Context: an optimization exercise on an open-source flow, tuned for small area, a short achievable clock period and few clock cycles. The choices shown serve that exercise and are no tape-out recipe.
Function was checked by simulation only, so behaviour that the tests miss may differ from the original.
Power and IR drop assume default switching activity.

==> flow/design.v (excerpt) <==
module rsc_viterbi_decoder #(
  parameter int K    = 120,
  parameter int PM_W = 9
) (
  input  logic clock,
  input  logic aclr,
  input  logic start,
  input  logic in_valid,
  input  logic x_in,
  input  logic z_in,
  output logic busy,
  output logic out_valid,
  output logic c_out,
  output logic out_last
);
Size: about 2700 cells after synthesis, roughly 10 I/O pins, about 0.034 mm2 of cells after synthesis.
Settings: LEC_CHECK=0, ABC_CLOCK_PERIOD_IN_PS=2500, CAP_MARGIN=20, CORE_MARGIN=2, CORE_UTILIZATION=60, CTS_CLUSTER_DIAMETER=100, CTS_CLUSTER_SIZE=30, SETUP_SLACK_MARGIN=5, SLEW_MARGIN=20; clock period 7.5 ns.
run.sh (not shown) runs the stock make flow with config.mk's settings and CLKGATE_MAP_FILE= SYNTH_SCRIPT=/design/flow/synth_recipe.tcl, a recipe that flattens the netlist after the stock synthesis.
Testbench counts at the start, summed over its fixed seeds: cycles 46,848.
Rerun with:
Settings changed: CTS_CLUSTER_DIAMETER 100 to 80, CTS_CLUSTER_SIZE 30 to 25.
=> Final cell count rose by 0.31%; total power rises by 1.2%; critical path depth is unchanged.

========
The RTL this note starts from:
==> flow/design.v <==
module rsc_viterbi_decoder #(
  parameter int K    = 120,
  parameter int PM_W = 9
) (
  input  logic clock,
  input  logic aclr,
  input  logic start,
  input  logic in_valid,
  input  logic x_in,
  input  logic z_in,
  output logic busy,
  output logic out_valid,
  output logic c_out,
  output logic out_last
);
  localparam int NSYM = K + 3;
  localparam int CW   = $clog2(NSYM + 1);
  localparam int PL   = K - 3;    
  localparam int MW   = 4;        
  logic          busy_r, acc_r, em_r;   
  logic [CW-1:0] cnt;
  logic          phi;
  logic          take, em_last;
  logic          v1, fsh, fa, fb, fl;    
  logic          x1, z1;
  logic [MW-1:0] pm     [8];
  logic [MW-1:0] pm_nxt [8];
  logic [7:0]    d;
  logic [PL-1:0] st [8];
  logic [7:0]    s0, s1;
  logic          sh;
  logic [3:0]    ta;
  logic [1:0]    tb2;
  logic [2:0]    cur, wfin, hist;
  always_comb begin
    take    = acc_r & in_valid;
    em_last = (cnt == CW'(K - 1));
  end
  always_comb begin
    for (int k = 0; k < 4; k++) begin
      logic [MW-1:0] a, b;
      logic [2:0] dh, ai, bi;
      logic lm, l0, le0, lo, cz, co, ct, dk, dk4, ck, ck4;
      a   = pm[2*k];
      b   = pm[2*k+1];
      dh  = b[3:1] - a[3:1];
      lm  = (dh == 3'b110);
      l0  = dh[2];
      le0 = dh[2] | (dh == 3'b000);
      ai  = a[3:1] + 3'd1;
      bi  = b[3:1] + 3'd1;
      lo  = a[0];
      co  = x1 ^ z1 ^ k[0] ^ k[1];
      ct  = (x1 ^ k[0]) & (z1 ^ k[1]);
      cz  = !co & !ct;
      dk  = cz ? lm : co ? l0 : le0;
      dk4 = cz ? le0 : co ? l0 : lm;
      ck  = dk  ? (cz | (co & lo)) : (ct | (co & lo));
      ck4 = dk4 ? (ct | (co & lo)) : (cz | (co & lo));
      d[k]   = dk;
      d[k+4] = dk4;
      pm_nxt[k]   = {dk  ? (ck  ? bi : b[3:1]) : (ck  ? ai : a[3:1]), lo ^ co};
      pm_nxt[k+4] = {dk4 ? (ck4 ? bi : b[3:1]) : (ck4 ? ai : a[3:1]), lo ^ co};
    end
  end
  logic       p1a, p1b, p0a, p0b, bita, bitb, p0, bit0, wnext;
  logic [2:0] wa, wb, w;
  always_comb begin
    p1a  = tb2[0];
    p1b  = tb2[1];
    p0a  = ta[{1'b0, p1a}];
    p0b  = ta[{1'b1, p1b}];
    wa   = {1'b0, p1a, p0a};
    wb   = {1'b1, p1b, p0b};
    bita = st[wa][PL-1];
    bitb = st[wb][PL-1];
    w    = d[0] ? wb : wa;
    p0   = d[0] ? p0b : p0a;
    bit0 = (d[0] ? bitb : bita) ^ phi;
    if (cnt < CW'(PL - 1))       wnext = st[cur][PL-2] ^ phi;
    else if (cnt == CW'(PL - 1)) wnext = wfin[0];
    else if (cnt == CW'(PL))     wnext = wfin[1];
    else                         wnext = wfin[2];
  end
  logic fin, shift_next, em_next, em_go;
  logic [2:0] cur_next;
  always_comb begin
    fin        = v1 & fl;
    em_go      = em_r & !em_last;
    em_next    = em_go | fin;
    cur_next   = fin ? w : {1'b0, cur[2:1]};
    shift_next = (v1 & fsh) | em_next;
  end
  always_ff @(posedge clock or posedge aclr) begin
    if (aclr) begin
      busy_r <= 1'b0; busy <= 1'b0; acc_r <= 1'b0; em_r <= 1'b0; cnt <= '0;
      v1 <= 1'b0; fsh <= 1'b0; fa <= 1'b0; fb <= 1'b0; fl <= 1'b0;
      phi <= 1'b0;
      out_valid <= 1'b0; c_out <= 1'b0; out_last <= 1'b0;
    end else begin
      phi <= ~phi;
      v1  <= take;
      fsh <= take & (cnt >= CW'(3)) & (cnt < CW'(K));
      fa  <= take & (cnt == CW'(K));
      fb  <= take & (cnt == CW'(K + 1));
      fl  <= take & (cnt == CW'(K + 2));
      if (!busy_r) begin
        if (start) begin
          busy_r <= 1'b1;
          busy   <= 1'b1;
          acc_r  <= 1'b1;
          cnt    <= '0;
        end
      end else if (take) begin
        cnt <= cnt + 1'b1;
        if (cnt == CW'(NSYM - 1)) acc_r <= 1'b0;
      end
      if (fin) begin
        em_r <= 1'b1;
        cnt  <= '0;
      end
      if (em_r) begin
        if (em_last) begin
          em_r   <= 1'b0;
          busy_r <= 1'b0;
          busy   <= 1'b0;
        end else begin
          cnt <= cnt + 1'b1;
        end
      end
      out_valid <= em_next;
      c_out     <= fin ? bit0 : em_go & (wnext ^ hist[1] ^ hist[0]);
      out_last  <= em_r & (cnt == CW'(K - 2));
    end
  end
  always_ff @(posedge clock) begin
    x1 <= x_in;
    z1 <= z_in;
    if (!busy_r) begin
      pm[0] <= '0;
      for (int i = 1; i < 8; i++) pm[i] <= MW'(4);
    end else if (v1) begin
      for (int i = 0; i < 8; i++) pm[i] <= pm_nxt[i];
    end
    if (v1 & fa) ta  <= d[3:0];
    if (v1 & fb) tb2 <= d[1:0];
    if (fin) begin
      wfin <= w;
      hist <= {bit0, 2'b00};
    end else if (em_r) begin
      hist <= {wnext, hist[2:1]};
    end
    cur <= cur_next;
    for (int n = 0; n < 8; n++) begin
      s1[n] <= shift_next & ((v1 & fsh) ? d[n]  : cur_next[0]);
      s0[n] <= shift_next & ((v1 & fsh) ? !d[n] : !cur_next[0]);
    end
    sh <= !shift_next;
    for (int n = 0; n < 8; n++) begin
      st[n][0] <= ~(((s0[n] | s1[n]) & (s1[n] ^ phi)) | (sh & st[n][0]));
      for (int j = 1; j < PL; j++)
        st[n][j] <= ~((s0[n] & st[2*(n%4)][j-1]) | (s1[n] & st[2*(n%4)+1][j-1]) | (sh & st[n][j]));
    end
  end
endmodule
clock: 7.5 ns
lec_check: 0
abc_clock_period_in_ps: 2500
cap_margin: 20
core_margin: 2
core_utilization: 72
cts_cluster_diameter: 100
cts_cluster_size: 30
setup_slack_margin: 5
slew_margin: 20
The first run produced a clean layout.
Testbench counts at the start, summed over its fixed seeds: cycles 47,040.
Then changed:
--- a/flow/config.mk
+++ b/flow/config.mk
@@ -9,5 +9,5 @@
 export CAP_MARGIN = 20
 export CORE_MARGIN = 2
-export CORE_UTILIZATION = 72
+export CORE_UTILIZATION = 60
 export CTS_CLUSTER_DIAMETER = 100
 export CTS_CLUSTER_SIZE = 30
Effect: Clock-buffer cell count rises by 1. Total power rises by 0.67%. Sequential power stays flat. Die area rises by 20%.

## separate check: timing with driven ports
In the flow no input, the clock included, has a driving cell. The finished layouts below were timed again as built, in two steps.
Step 1 sets driving cells, clkbuf_16 on the clock port and buf_2 on the other inputs (assumed; they add their load-dependent delay and slew).
Step 2, shift: input delay + t, output delay - t, t = (earliest + latest rising clock arrival at the registers) / 2. This alone moves slack from input paths to output paths.
a / b / c = ideal ports / drivers / drivers and shift; a / b = the first two.
| run | shift t [ns] | setup WS [ns] | worst register clock-pin slew, ns | worst data-port slew with drivers (ns) |
|---|---|---|---|---|
| the first run of note 1 | 0.667 | 4.741 / 4.746 / 4.079 | 0.11 / 0.11 | 0.06 |
| the second run of note 1 | 0.678 | 4.730 / 4.731 / 4.053 | 0.10 / 0.10 | 0.06 |
| the first run of note 2 | 0.665 | 4.835 / 4.770 / 4.509 | 0.11 / 0.11 | 0.03 |
| the second run of note 2 | 0.672 | 4.874 / 4.809 / 4.486 | 0.12 / 0.12 | 0.03 |
After both steps setup and hold are still met in every run listed. For the second run of note 1, which loses most, drivers alone change the setup slack by +0.001 ns; drivers and shift together by -0.677 ns.
